Context: an optimization exercise on an open-source flow, tuned for small area, a short achievable clock period and few clock cycles per item. The choices shown serve that exercise and are no tape-out recipe.
Where RTL was checked, it was by simulation tests only, not by an equivalence proof against the original.
No activity file was given, so power comes from the tool's default toggle rates.

==> 03-26 <==
## signed_to_radix_digits
module signed_to_radix_digits
(
  input  logic                   clk,
  input  logic                   rst_n,
  input  logic                   in_tvalid,
  output logic                   in_tready,
  input  logic [IN_TDATA_W-1:0]  in_tdata,    
  output logic                   out_tvalid,
  input  logic                   out_tready,
  output logic [OUT_TDATA_W-1:0] out_tdata,   
  output logic                   out_tlast    
);
make LEC_CHECK=0 CAP_MARGIN=20 CORE_MARGIN=2 CORE_UTILIZATION=40 SLEW_MARGIN=20 finish   # period 16.0 ns
run.sh (not shown) runs the stock make flow with config.mk's settings and CLKGATE_MAP_FILE= SYNTH_SCRIPT=/design/flow/synth_recipe.tcl, a recipe that flattens the netlist after the stock synthesis.
==> 05-06 (differences from 03-26) <==
--- a/flow/design.v
+++ b/flow/design.v
@@ -35,28 +35,30 @@
     assign s0[i] = sum[4:0];
     assign s1[i] = sum[4:0] + 5'(odd);
   end
   always_comb begin
     logic [NCELL-1:0] g, p, gn, pn;
     g = g0;
     p = p0;
+    g[0] = g0[0] | (p0[0] & b);
+    p[0] = 1'b0;
     for (int s = 1; s < NCELL; s = s + s) begin
       gn = g;
       pn = p;
       for (int i = 0; i < NCELL; i++) begin
         if (i >= s) begin
           gn[i] = g[i] | (p[i] & g[i-s]);
           pn[i] = p[i] & p[i-s];
         end
       end
       g = gn;
       p = pn;
     end
     c[0] = b;
-    for (int i = 0; i < NCELL; i++) c[i+1] = g[i] | (p[i] & b);
+    for (int i = 0; i < NCELL; i++) c[i+1] = g[i];
   end
   for (genvar i = 0; i < NCELL; i++) begin : g_out
     logic [5:0] n;
     always_comb begin
       if (!c[i+1])   n = {d[i][4:0], c[i]};
       else if (c[i]) n = {s1[i], !odd};
       else           n = {s0[i], odd};
@@ -78,17 +80,18 @@
   output logic                   out_tlast    
 );
   localparam logic [2:0] K_M1 = 3'd0;   
   localparam logic [2:0] K_P2 = 3'd1;   
   localparam logic [2:0] K_P4 = 3'd2;   
   localparam logic [2:0] K_P8 = 3'd3;   
   localparam logic [2:0] K_SQ = 3'd4;   
-  typedef enum logic {
+  typedef enum logic [1:0] {
     C_IDLE,
-    C_CONV
+    C_CONV,
+    C_DONE
   } cstate_t;
   typedef enum logic [1:0] {
     O_IDLE,
     O_FIND,
     O_LOAD,
     O_EMIT
   } ostate_t;
@@ -231,32 +234,21 @@
   logic                    started_r;   
   logic [6:0]              left_r;      
   logic [5:0]              rraw_r;      
   logic [5:0]              hneg_r;      
   logic [5:0]              hm1_r;       
   logic                    odd_r;       
   logic [6*NCELL-1:0]      cells_r;
-  logic                    full_r;      
-  logic                    cneg_r;      
-  logic [2:0]              ckind_r;
-  logic [1:0]              csq_r;
-  logic [5:0]              crad_r;
   ostate_t                 ost_r;
-  logic [6*NCELL-1:0]      obuf_r;      
-  logic                    pend_r;      
-  logic                    pneg_r;      
-  logic [2:0]              pkind_r;
-  logic [1:0]              psq_r;
-  logic [5:0]              prad_r;
   logic                    oneg_r;
   logic [2:0]              okind_r;
   logic [1:0]              osq_r;
   logic [5:0]              orad_r;
-  logic [NCELL-1:0]        ptr_r;       
-  logic [5:0]              cur_r;       
+  logic [PTR_W-1:0]        ptr_r;       
+  logic [6:0]              cur_r;       
   logic [2:0]              sub_r;       
   logic                    lastcell_r;  
   logic                    out_tvalid_r;
   logic [CHAR_W-1:0]       out_char_r;
   logic                    out_last_r;
   logic [5:0] rad_c;
   logic [6:0] big_c;
@@ -285,15 +277,15 @@
   logic [7:0] zb;         
   logic min_c;
   logic inc;              
   logic [7:0] m8;         
   logic mbit;             
   logic fast64, fast16;   
   logic cells_free;
-  logic skip, bulk, step, zero_exit, last_step, copy, start;
+  logic skip, bulk, step, zero_exit, last_step, handoff;
   logic [6*NCELL-1:0] cells_dbl;
   logic [6*NCELL-1:0] cells_base;
   logic [6*NCELL-1:0] cells_bulk;
   assign zb[0] = (val_r[55:0] == '0);
   for (genvar k = 1; k < 8; k++) begin : g_zb
     assign zb[k] = zb[k-1] && !val_r[55+k];
   end
@@ -301,22 +293,21 @@
   assign inc   = neg_r && !(first_r ? min_c : min_r);
   for (genvar k = 0; k < 8; k++) begin : g_m8
     assign m8[k] = val_r[56+k] ^ neg_r ^ (inc && zb[k]);
   end
   assign mbit   = m8[7];
   assign fast64 = (rraw_r < 6'd3) || (rraw_r == 6'd4) || (rraw_r == 6'd8);
   assign fast16 = (rraw_r == 6'd16);
-  assign cells_free = !full_r;
+  assign cells_free = (ost_r == O_IDLE) || (ost_r == O_EMIT && lastcell_r);
   assign skip      = (cst_r == C_CONV) && !started_r && (m8 == '0) && !zero_exit && !(fast64 || fast16);
   assign bulk      = (cst_r == C_CONV) && (fast64 || fast16) && cells_free;
   assign zero_exit = !started_r && !neg_r && zb[7] && !val_r[63];
   assign step      = (cst_r == C_CONV) && !skip && !(fast64 || fast16) && cells_free;
   assign last_step = (step && (zero_exit || left_r == 7'd1)) || (bulk && (zero_exit || left_r == 7'd8));
-  assign copy  = full_r && !pend_r && ((ost_r == O_IDLE) || (ost_r == O_EMIT && lastcell_r));
-  assign start = (pend_r || copy) && ((ost_r == O_IDLE) || (emit && emit_last));
+  assign handoff   = (ost_r == O_IDLE) && ((cst_r == C_DONE) || last_step);
   assign cells_base = started_r ? cells_r : '0;
   always_comb begin
     if (fast16) begin
       cells_bulk = {cells_base[6*NCELL-13:0], 2'b00, m8[7:4], 2'b00, m8[3:0]};
     end else begin
       cells_bulk = {cells_base[6*NCELL-9:0], m8};
     end
@@ -327,42 +318,42 @@
     .b     (mbit),
     .hneg  (hneg_r),
     .hm1   (hm1_r),
     .odd   (odd_r),
     .d_out (cells_dbl)
   );
   logic [5:0]        cell_v [NCELL];
-  logic [NCELL-1:0]  top_c;
+  logic [PTR_W-1:0]  top_c;
   logic [5:0]        ptr_cell;
-  logic [5:0]        load_v;
+  logic [6:0]        load_v;
   logic [2:0]        top_sub;
   logic [2:0]        sub_max;
   logic [2:0]        digit;
   logic [CHAR_W-1:0] out_char_c;
   logic              slot_free;
   logic              emit_last;
   logic              emit;
   logic              out_load;
   for (genvar i = 0; i < NCELL; i++) begin : g_cell
-    assign cell_v[i] = obuf_r[6*i +: 6] & CELL_MASK[6*i +: 6];
+    assign cell_v[i] = cells_r[6*i +: 6] & CELL_MASK[6*i +: 6];
   end
   always_comb begin
-    logic above;
-    above = 1'b0;
-    for (int i = NCELL - 1; i > 0; i--) begin
-      top_c[i] = !above && (cell_v[i] != '0);
-      above    = above || (cell_v[i] != '0);
+    top_c = '0;
+    for (int i = 1; i < NCELL; i++) begin
+      if (cell_v[i] != '0) top_c = PTR_W'(i);
     end
-    top_c[0] = !above;
   end
+  assign ptr_cell = cell_v[ptr_r];
   always_comb begin
-    ptr_cell = '0;
-    for (int i = 0; i < NCELL; i++) ptr_cell = ptr_cell | (cell_v[i] & {6{ptr_r[i]}});
+    case (okind_r)
+      K_M1:    load_v = {1'b0, digit_to_ascii(ptr_cell)};
+      K_SQ:    load_v = {1'b0, sq_split(osq_r, ptr_cell)};
+      default: load_v = {1'b0, ptr_cell};
+    endcase
   end
-  assign load_v = (okind_r == K_SQ) ? sq_split(osq_r, ptr_cell) : ptr_cell;
   always_comb begin
     top_sub = 3'd0;
     case (okind_r)
       K_P2: begin
         for (int k = 1; k < 6; k++) if (ptr_cell[k]) top_sub = 3'(k);
       end
       K_P4: top_sub = (ptr_cell[5:4] != 0) ? 3'd2 : (ptr_cell[3:2] != 0) ? 3'd1 : 3'd0;
@@ -398,62 +389,58 @@
           3'd1:    digit = {1'b0, cur_r[3:2]};
           default: digit = {1'b0, cur_r[5:4]};
         endcase
       end
       default: digit = sub_r[0] ? cur_r[5:3] : cur_r[2:0];
     endcase
   end
-  assign out_char_c = (okind_r == K_M1) ? digit_to_ascii(cur_r) : {5'b00110, digit};
+  assign out_char_c = (okind_r == K_M1) ? {1'b0, cur_r} : {5'b00110, digit};
   assign slot_free = !out_tvalid_r || out_tready;
   assign emit      = (ost_r == O_EMIT) && slot_free;
   assign emit_last = lastcell_r && (sub_r == '0);
   assign out_load  = emit || ((ost_r == O_FIND) && oneg_r && slot_free);
   always_ff @(posedge clk) begin
     if (!rst_n) begin
       cst_r        <= C_IDLE;
       ready_r      <= 1'b1;
-      full_r       <= 1'b0;
       ost_r        <= O_IDLE;
-      pend_r       <= 1'b0;
       out_tvalid_r <= 1'b0;
     end else begin
       if (out_load) begin
         out_tvalid_r <= 1'b1;
       end else if (out_tready) begin
         out_tvalid_r <= 1'b0;
       end
       case (cst_r)
         C_IDLE: begin
           if (in_tvalid) begin
             cst_r   <= C_CONV;
             ready_r <= 1'b0;
           end
         end
+        C_CONV: begin
+          if (handoff) begin
+            cst_r   <= C_IDLE;
+            ready_r <= 1'b1;
+          end else if (last_step) begin
+            cst_r   <= C_DONE;
+          end
+        end
         default: begin
-          if (last_step) begin
+          if (handoff) begin
             cst_r   <= C_IDLE;
             ready_r <= 1'b1;
           end
         end
       endcase
-      if (last_step) begin
-        full_r <= 1'b1;
-      end else if (copy) begin
-        full_r <= 1'b0;
-      end
-      if (start) begin
-        pend_r <= 1'b0;
-      end else if (copy) begin
-        pend_r <= 1'b1;
-      end
       case (ost_r)
-        O_IDLE: if (start) ost_r <= O_FIND;
+        O_IDLE: if (handoff) ost_r <= O_FIND;
         O_FIND: if (!oneg_r || slot_free) ost_r <= O_LOAD;
         O_LOAD: ost_r <= O_EMIT;
-        default: if (emit && emit_last) ost_r <= start ? O_FIND : O_IDLE;
+        default: if (emit && emit_last) ost_r <= O_IDLE;
       endcase
     end
   end
   always_ff @(posedge clk) begin
     hneg_r <= 6'(7'd64 - 7'(half_c));
     hm1_r  <= half_c - 6'd1;
     odd_r  <= big_c[0];
@@ -481,48 +468,35 @@
     if (cst_r == C_CONV && cells_free) begin
       if (fast64 || fast16) cells_r <= cells_bulk;
       else if (started_r)   cells_r <= cells_dbl;
       else                  cells_r <= {{(6*NCELL-1){1'b0}}, mbit};
     end
   end
   always_ff @(posedge clk) begin
-    if (last_step) begin
-      cneg_r  <= neg_r;
-      ckind_r <= kind_c;
-      csq_r   <= sq_c;
-      crad_r  <= rad_c;
-    end
-    if (copy) begin
-      obuf_r  <= cells_r;
-      pneg_r  <= cneg_r;
-      pkind_r <= ckind_r;
-      psq_r   <= csq_r;
-      prad_r  <= crad_r;
-    end
-    if (start) begin
-      oneg_r  <= copy ? cneg_r  : pneg_r;
-      okind_r <= copy ? ckind_r : pkind_r;
-      osq_r   <= copy ? csq_r   : psq_r;
-      orad_r  <= copy ? crad_r  : prad_r;
+    if (handoff) begin
+      oneg_r  <= neg_r;
+      okind_r <= kind_c;
+      osq_r   <= sq_c;
+      orad_r  <= rad_c;
     end
     case (ost_r)
       O_FIND: ptr_r <= top_c;
       O_LOAD: begin
         cur_r      <= load_v;
         sub_r      <= top_sub;
-        lastcell_r <= ptr_r[0];
-        ptr_r      <= ptr_r >> 1;
+        lastcell_r <= (ptr_r == '0);
+        ptr_r      <= ptr_r - 1'b1;
       end
       O_EMIT: begin
         if (slot_free) begin
           if (sub_r == '0) begin
             cur_r      <= load_v;
             sub_r      <= sub_max;
-            lastcell_r <= ptr_r[0];
-            ptr_r      <= ptr_r >> 1;
+            lastcell_r <= (ptr_r == '0);
+            ptr_r      <= ptr_r - 1'b1;
           end else begin
             sub_r <= sub_r - 1'b1;
           end
         end
       end
       default: ;
     endcase
==> 01-04 (differences from 03-26) <==
--- a/flow/design.v
+++ b/flow/design.v
@@ -35,28 +35,30 @@
     assign s0[i] = sum[4:0];
     assign s1[i] = sum[4:0] + 5'(odd);
   end
   always_comb begin
     logic [NCELL-1:0] g, p, gn, pn;
     g = g0;
     p = p0;
+    g[0] = g0[0] | (p0[0] & b);
+    p[0] = 1'b0;
     for (int s = 1; s < NCELL; s = s + s) begin
       gn = g;
       pn = p;
       for (int i = 0; i < NCELL; i++) begin
         if (i >= s) begin
           gn[i] = g[i] | (p[i] & g[i-s]);
           pn[i] = p[i] & p[i-s];
         end
       end
       g = gn;
       p = pn;
     end
     c[0] = b;
-    for (int i = 0; i < NCELL; i++) c[i+1] = g[i] | (p[i] & b);
+    for (int i = 0; i < NCELL; i++) c[i+1] = g[i];
   end
   for (genvar i = 0; i < NCELL; i++) begin : g_out
     logic [5:0] n;
     always_comb begin
       if (!c[i+1])   n = {d[i][4:0], c[i]};
       else if (c[i]) n = {s1[i], !odd};
       else           n = {s0[i], odd};
@@ -239,24 +241,20 @@
   logic                    cneg_r;      
   logic [2:0]              ckind_r;
   logic [1:0]              csq_r;
   logic [5:0]              crad_r;
   ostate_t                 ost_r;
   logic [6*NCELL-1:0]      obuf_r;      
   logic                    pend_r;      
-  logic                    pneg_r;      
-  logic [2:0]              pkind_r;
-  logic [1:0]              psq_r;
-  logic [5:0]              prad_r;
   logic                    oneg_r;
   logic [2:0]              okind_r;
   logic [1:0]              osq_r;
   logic [5:0]              orad_r;
-  logic [NCELL-1:0]        ptr_r;       
-  logic [5:0]              cur_r;       
+  logic [PTR_W-1:0]        ptr_r;       
+  logic [6:0]              cur_r;       
   logic [2:0]              sub_r;       
   logic                    lastcell_r;  
   logic                    out_tvalid_r;
   logic [CHAR_W-1:0]       out_char_r;
   logic                    out_last_r;
   logic [5:0] rad_c;
   logic [6:0] big_c;
@@ -307,15 +305,15 @@
   assign fast16 = (rraw_r == 6'd16);
   assign cells_free = !full_r;
   assign skip      = (cst_r == C_CONV) && !started_r && (m8 == '0) && !zero_exit && !(fast64 || fast16);
   assign bulk      = (cst_r == C_CONV) && (fast64 || fast16) && cells_free;
   assign zero_exit = !started_r && !neg_r && zb[7] && !val_r[63];
   assign step      = (cst_r == C_CONV) && !skip && !(fast64 || fast16) && cells_free;
   assign last_step = (step && (zero_exit || left_r == 7'd1)) || (bulk && (zero_exit || left_r == 7'd8));
-  assign copy  = full_r && !pend_r && ((ost_r == O_IDLE) || (ost_r == O_EMIT && lastcell_r));
+  assign copy  = full_r && !pend_r && ((ost_r == O_IDLE) || (emit && emit_last));
   assign start = (pend_r || copy) && ((ost_r == O_IDLE) || (emit && emit_last));
   assign cells_base = started_r ? cells_r : '0;
   always_comb begin
     if (fast16) begin
       cells_bulk = {cells_base[6*NCELL-13:0], 2'b00, m8[7:4], 2'b00, m8[3:0]};
     end else begin
       cells_bulk = {cells_base[6*NCELL-9:0], m8};
@@ -327,42 +325,42 @@
     .b     (mbit),
     .hneg  (hneg_r),
     .hm1   (hm1_r),
     .odd   (odd_r),
     .d_out (cells_dbl)
   );
   logic [5:0]        cell_v [NCELL];
-  logic [NCELL-1:0]  top_c;
+  logic [PTR_W-1:0]  top_c;
   logic [5:0]        ptr_cell;
-  logic [5:0]        load_v;
+  logic [6:0]        load_v;
   logic [2:0]        top_sub;
   logic [2:0]        sub_max;
   logic [2:0]        digit;
   logic [CHAR_W-1:0] out_char_c;
   logic              slot_free;
   logic              emit_last;
   logic              emit;
   logic              out_load;
   for (genvar i = 0; i < NCELL; i++) begin : g_cell
     assign cell_v[i] = obuf_r[6*i +: 6] & CELL_MASK[6*i +: 6];
   end
   always_comb begin
-    logic above;
-    above = 1'b0;
-    for (int i = NCELL - 1; i > 0; i--) begin
-      top_c[i] = !above && (cell_v[i] != '0);
-      above    = above || (cell_v[i] != '0);
+    top_c = '0;
+    for (int i = 1; i < NCELL; i++) begin
+      if (cell_v[i] != '0) top_c = PTR_W'(i);
     end
-    top_c[0] = !above;
   end
+  assign ptr_cell = cell_v[ptr_r];
   always_comb begin
-    ptr_cell = '0;
-    for (int i = 0; i < NCELL; i++) ptr_cell = ptr_cell | (cell_v[i] & {6{ptr_r[i]}});
+    case (okind_r)
+      K_M1:    load_v = {1'b0, digit_to_ascii(ptr_cell)};
+      K_SQ:    load_v = {1'b0, sq_split(osq_r, ptr_cell)};
+      default: load_v = {1'b0, ptr_cell};
+    endcase
   end
-  assign load_v = (okind_r == K_SQ) ? sq_split(osq_r, ptr_cell) : ptr_cell;
   always_comb begin
     top_sub = 3'd0;
     case (okind_r)
       K_P2: begin
         for (int k = 1; k < 6; k++) if (ptr_cell[k]) top_sub = 3'(k);
       end
       K_P4: top_sub = (ptr_cell[5:4] != 0) ? 3'd2 : (ptr_cell[3:2] != 0) ? 3'd1 : 3'd0;
@@ -398,15 +396,15 @@
           3'd1:    digit = {1'b0, cur_r[3:2]};
           default: digit = {1'b0, cur_r[5:4]};
         endcase
       end
       default: digit = sub_r[0] ? cur_r[5:3] : cur_r[2:0];
     endcase
   end
-  assign out_char_c = (okind_r == K_M1) ? digit_to_ascii(cur_r) : {5'b00110, digit};
+  assign out_char_c = (okind_r == K_M1) ? {1'b0, cur_r} : {5'b00110, digit};
   assign slot_free = !out_tvalid_r || out_tready;
   assign emit      = (ost_r == O_EMIT) && slot_free;
   assign emit_last = lastcell_r && (sub_r == '0);
   assign out_load  = emit || ((ost_r == O_FIND) && oneg_r && slot_free);
   always_ff @(posedge clk) begin
     if (!rst_n) begin
       cst_r        <= C_IDLE;
@@ -489,40 +487,34 @@
       cneg_r  <= neg_r;
       ckind_r <= kind_c;
       csq_r   <= sq_c;
       crad_r  <= rad_c;
     end
     if (copy) begin
       obuf_r  <= cells_r;
-      pneg_r  <= cneg_r;
-      pkind_r <= ckind_r;
-      psq_r   <= csq_r;
-      prad_r  <= crad_r;
-    end
-    if (start) begin
-      oneg_r  <= copy ? cneg_r  : pneg_r;
-      okind_r <= copy ? ckind_r : pkind_r;
-      osq_r   <= copy ? csq_r   : psq_r;
-      orad_r  <= copy ? crad_r  : prad_r;
+      oneg_r  <= cneg_r;
+      okind_r <= ckind_r;
+      osq_r   <= csq_r;
+      orad_r  <= crad_r;
     end
     case (ost_r)
       O_FIND: ptr_r <= top_c;
       O_LOAD: begin
         cur_r      <= load_v;
         sub_r      <= top_sub;
-        lastcell_r <= ptr_r[0];
-        ptr_r      <= ptr_r >> 1;
+        lastcell_r <= (ptr_r == '0);
+        ptr_r      <= ptr_r - 1'b1;
       end
       O_EMIT: begin
         if (slot_free) begin
           if (sub_r == '0) begin
             cur_r      <= load_v;
             sub_r      <= sub_max;
-            lastcell_r <= ptr_r[0];
-            ptr_r      <= ptr_r >> 1;
+            lastcell_r <= (ptr_r == '0);
+            ptr_r      <= ptr_r - 1'b1;
           end else begin
             sub_r <= sub_r - 1'b1;
           end
         end
       end
       default: ;
     endcase
==> 10-05 (differences from 03-26) <==
--- a/flow/design.v
+++ b/flow/design.v
@@ -11,33 +11,38 @@
   };
   localparam logic [CHAR_W-1:0] ASCII_MINUS = 8'h2D;   
 endpackage
 import s2rd_pkg::*;
 module s2rd_divider
 (
   input  logic [6*NCELL-1:0] d_in,
-  input  logic               b,         
+  input  logic               b1,        
+  input  logic               b0,        
   input  logic [5:0]         hneg,      
+  input  logic [5:0]         hneg1,     
   input  logic [5:0]         hm1,       
   input  logic               odd,       
-  output logic [6*NCELL-1:0] d_out
+  output logic [6*NCELL-1:0] d_one,     
+  output logic [6*NCELL-1:0] d_two      
 );
   logic [5:0]       d [NCELL];
   logic [NCELL-1:0] g0, p0;
   logic [NCELL:0]   c;
   logic [4:0]       s0 [NCELL];    
   logic [4:0]       s1 [NCELL];    
   for (genvar i = 0; i < NCELL; i++) begin : g_in
     logic [6:0] sum;
+    logic [5:0] sum1;
     assign d[i]  = d_in[6*i +: 6];
     assign sum   = {1'b0, d[i]} + {1'b0, hneg};
+    assign sum1  = d[i] + hneg1;
     assign g0[i] = sum[6];
-    assign p0[i] = odd && (d[i] == hm1);
+    assign p0[i] = (d[i] == hm1);
     assign s0[i] = sum[4:0];
-    assign s1[i] = sum[4:0] + 5'(odd);
+    assign s1[i] = sum1[4:0];
   end
   always_comb begin
     logic [NCELL-1:0] g, p, gn, pn;
     g = g0;
     p = p0;
     for (int s = 1; s < NCELL; s = s + s) begin
       gn = g;
@@ -47,25 +52,35 @@
           gn[i] = g[i] | (p[i] & g[i-s]);
           pn[i] = p[i] & p[i-s];
         end
       end
       g = gn;
       p = pn;
     end
-    c[0] = b;
-    for (int i = 0; i < NCELL; i++) c[i+1] = g[i] | (p[i] & b);
+    c[0] = b1;
+    for (int i = 0; i < NCELL; i++) c[i+1] = g[i] | (p[i] & b1);
   end
-  for (genvar i = 0; i < NCELL; i++) begin : g_out
+  for (genvar i = 0; i < NCELL; i++) begin : g_one
     logic [5:0] n;
     always_comb begin
       if (!c[i+1])   n = {d[i][4:0], c[i]};
       else if (c[i]) n = {s1[i], !odd};
       else           n = {s0[i], odd};
     end
-    assign d_out[6*i +: 6] = n & CELL_MASK[6*i +: 6];
+    assign d_one[6*i +: 6] = n & CELL_MASK[6*i +: 6];
+  end
+  logic [NCELL:0] e;
+  assign e[0] = b0;
+  for (genvar i = 0; i < NCELL; i++) begin : g_two
+    logic [6:0] sum;
+    logic [5:0] n;
+    assign sum    = {1'b0, d_one[6*i +: 6]} + {1'b0, hneg};
+    assign e[i+1] = sum[6];
+    assign n      = e[i+1] ? {sum[4:0], e[i]} : {d_one[6*i +: 5], e[i]};
+    assign d_two[6*i +: 6] = n & CELL_MASK[6*i +: 6];
   end
 endmodule
 import s2rd_pkg::*;
 module signed_to_radix_digits
 (
   input  logic                   clk,
   input  logic                   rst_n,
@@ -228,14 +243,15 @@
   logic                    neg_r;
   logic                    min_r;       
   logic                    first_r;     
   logic                    started_r;   
   logic [6:0]              left_r;      
   logic [5:0]              rraw_r;      
   logic [5:0]              hneg_r;      
+  logic [5:0]              hneg1_r;     
   logic [5:0]              hm1_r;       
   logic                    odd_r;       
   logic [6*NCELL-1:0]      cells_r;
   logic                    full_r;      
   logic                    cneg_r;      
   logic [2:0]              ckind_r;
   logic [1:0]              csq_r;
@@ -282,57 +298,62 @@
     endcase
     half_c = 6'((big_c + 7'd1) >> 1);
   end
   logic [7:0] zb;         
   logic min_c;
   logic inc;              
   logic [7:0] m8;         
-  logic mbit;             
   logic fast64, fast16;   
+  logic one;              
   logic cells_free;
   logic skip, bulk, step, zero_exit, last_step, copy, start;
-  logic [6*NCELL-1:0] cells_dbl;
+  logic [6*NCELL-1:0] cells_one;
+  logic [6*NCELL-1:0] cells_two;
   logic [6*NCELL-1:0] cells_base;
   logic [6*NCELL-1:0] cells_bulk;
   assign zb[0] = (val_r[55:0] == '0);
   for (genvar k = 1; k < 8; k++) begin : g_zb
     assign zb[k] = zb[k-1] && !val_r[55+k];
   end
   assign min_c = neg_r && zb[7];
   assign inc   = neg_r && !(first_r ? min_c : min_r);
   for (genvar k = 0; k < 8; k++) begin : g_m8
     assign m8[k] = val_r[56+k] ^ neg_r ^ (inc && zb[k]);
   end
-  assign mbit   = m8[7];
   assign fast64 = (rraw_r < 6'd3) || (rraw_r == 6'd4) || (rraw_r == 6'd8);
   assign fast16 = (rraw_r == 6'd16);
+  assign one    = rraw_r[0] && (rraw_r > 6'd2) && (rraw_r < 6'd36);
   assign cells_free = !full_r;
   assign skip      = (cst_r == C_CONV) && !started_r && (m8 == '0) && !zero_exit && !(fast64 || fast16);
   assign bulk      = (cst_r == C_CONV) && (fast64 || fast16) && cells_free;
   assign zero_exit = !started_r && !neg_r && zb[7] && !val_r[63];
   assign step      = (cst_r == C_CONV) && !skip && !(fast64 || fast16) && cells_free;
-  assign last_step = (step && (zero_exit || left_r == 7'd1)) || (bulk && (zero_exit || left_r == 7'd8));
+  assign last_step = (step && (zero_exit || left_r == (one ? 7'd1 : 7'd2))) ||
+                     (bulk && (zero_exit || left_r == 7'd8));
   assign copy  = full_r && !pend_r && ((ost_r == O_IDLE) || (ost_r == O_EMIT && lastcell_r));
   assign start = (pend_r || copy) && ((ost_r == O_IDLE) || (emit && emit_last));
   assign cells_base = started_r ? cells_r : '0;
   always_comb begin
     if (fast16) begin
       cells_bulk = {cells_base[6*NCELL-13:0], 2'b00, m8[7:4], 2'b00, m8[3:0]};
     end else begin
       cells_bulk = {cells_base[6*NCELL-9:0], m8};
     end
     cells_bulk = cells_bulk & CELL_MASK;
   end
   s2rd_divider u_cells (
     .d_in  (cells_r),
-    .b     (mbit),
+    .b1    (m8[7]),
+    .b0    (m8[6]),
     .hneg  (hneg_r),
+    .hneg1 (hneg1_r),
     .hm1   (hm1_r),
     .odd   (odd_r),
-    .d_out (cells_dbl)
+    .d_one (cells_one),
+    .d_two (cells_two)
   );
   logic [5:0]        cell_v [NCELL];
   logic [NCELL-1:0]  top_c;
   logic [5:0]        ptr_cell;
   logic [5:0]        load_v;
   logic [2:0]        top_sub;
   logic [2:0]        sub_max;
@@ -451,15 +472,16 @@
         O_LOAD: ost_r <= O_EMIT;
         default: if (emit && emit_last) ost_r <= start ? O_FIND : O_IDLE;
       endcase
     end
   end
   always_ff @(posedge clk) begin
     hneg_r <= 6'(7'd64 - 7'(half_c));
-    hm1_r  <= half_c - 6'd1;
+    hneg1_r <= 6'(7'd64 - 7'(half_c) + 7'(big_c[0]));
+    hm1_r  <= big_c[0] ? half_c - 6'd1 : 6'd63;
     odd_r  <= big_c[0];
     if (cst_r == C_IDLE) begin
       val_r     <= in_tdata[63:0];
       neg_r     <= in_tdata[63];
       rraw_r    <= in_tdata[64 +: RADIX_W];
       first_r   <= 1'b1;
       started_r <= 1'b0;
@@ -467,25 +489,31 @@
     end else begin
       if (first_r) min_r <= min_c;
       if (skip || bulk) begin
         val_r     <= {val_r[MAG_W-9:0], 8'd0};
         left_r    <= left_r - 7'd8;
         first_r   <= 1'b0;
         started_r <= started_r || (m8 != '0);
-      end else if (step) begin
+      end else if (step && one) begin
         val_r     <= {val_r[MAG_W-2:0], 1'b0};
         left_r    <= left_r - 7'd1;
         first_r   <= 1'b0;
-        started_r <= started_r || mbit;
+        started_r <= started_r || m8[7];
+      end else if (step) begin
+        val_r     <= {val_r[MAG_W-3:0], 2'b00};
+        left_r    <= left_r - 7'd2;
+        first_r   <= 1'b0;
+        started_r <= started_r || m8[7] || m8[6];
       end
     end
     if (cst_r == C_CONV && cells_free) begin
       if (fast64 || fast16) cells_r <= cells_bulk;
-      else if (started_r)   cells_r <= cells_dbl;
-      else                  cells_r <= {{(6*NCELL-1){1'b0}}, mbit};
+      else if (!started_r)  cells_r <= one ? {{(6*NCELL-1){1'b0}}, m8[7]} : {{(6*NCELL-2){1'b0}}, m8[7:6]};
+      else if (one)         cells_r <= cells_one;
+      else                  cells_r <= cells_two;
     end
   end
   always_ff @(posedge clk) begin
     if (last_step) begin
       cneg_r  <= neg_r;
       ckind_r <= kind_c;
       csq_r   <= sq_c;
==> comparison table <==
item	01-04	03-26	10-05	05-06
Outcome	timing/DRC/antenna clean	timing/DRC/antenna clean	timing/DRC/antenna clean	timing/DRC/antenna clean
Post-DR wirelength/cell	23.3 microns	23.6 microns	23.4 microns	22.9 microns
Relative contribution of combinational cells to total power	36.3%	31.3%	48.5%	49.0%
Maximum number of pins on one net before global-route repair	91	90	108	86
Actual slew at the worst max-slew pin	1060 ps	1050 ps	1030 ps	1080 ps
Area of the die	66500 sq um	67800 sq um	85000 sq um	58900 sq um
Compound-Gate Fraction of Synth Area	19.2%	19.1%	22.2%	22.8%
Fraction of standard cell area in multi-input logic	49.9%	48.7%	56.1%	59.4%
Highest Signal Layer	met4	met4	met4	met5
Critical Path Stages	13	13	21	15
Fill cell total of the finished layout	5933	6054	7944	5544
Reg-to-Reg End	cur_r[4]	cur_r[1]	cells_r[104]	cur_r[1]
Half-perimeter wire length after placement	55500 microns	56400 microns	73700 microns	51800 microns
Simple-gate portion of the synthesized area	12.6%	12.3%	13.1%	15.6%
Count of nets after finishing	2844	2879	4021	2808
Reported sequential group power	1.20 mW	1.31 mW	1.41 mW	0.916 mW
Fraction of area in registers	36.6%	38.1%	30.8%	27.8%
Die Y-Extent	258 microns	260 microns	292 microns	243 microns
Via density per instance	6.14	6.17	6.08	6.25
Count of clock-net buffers in the final layout	48	66	56	38
1st-pass router iterations	6	6	7	6
Clock group	0.992 mW	1.06 mW	1.19 mW	0.688 mW
Max-slew headroom	29.2%	29.7%	31.2%	27.5%
H-tree depth reported by CTS	2	2	2	1
Core occupancy in the finished layout	45.0%	45.6%	44.9%	44.6%
Testbench counts of 03-26, summed over its fixed seeds: cycles 17,821, numbers 512.
Testbench counts of 01-04, summed over its fixed seeds: cycles 17,900, numbers 512.
The RTL of 05-06 and 10-05 was laid out without a check of its function.

## separate check: timing with driven ports
No port has a modelled driver above. Below, the same layouts with a new extraction and two added sets of constraints.
Step 1 assumes that a clkbuf_16 drives the clock port and a buf_2 every other input.
Step 2 times the ports against the registers' clock, not the clock port: input delays grow and output delays shrink by t, the midpoint of the rising clock arrivals with the driver on.
Three values: no drivers, after step 1, after step 2; two values: the first two.
| run | t, ns | setup WS [ns] | clock arrival spread, ns |
|---|---|---|---|
| 03-26 | 0.641 | 11.165 / 11.165 / 10.848 | 0.017 / 0.017 |
| 05-06 | 0.663 | 10.733 / 10.733 / 10.733 | 0.042 / 0.043 |
| 01-04 | 0.635 | 10.448 / 10.448 / 10.009 | 0.023 / 0.024 |
| 10-05 | 0.665 | 8.559 / 8.559 / 8.559 | 0.039 / 0.039 |
After both steps every run listed still meets setup and hold. The setup slack of 01-04, which loses most, moves by 0.000 ns with the drivers and by -0.439 ns with both steps.
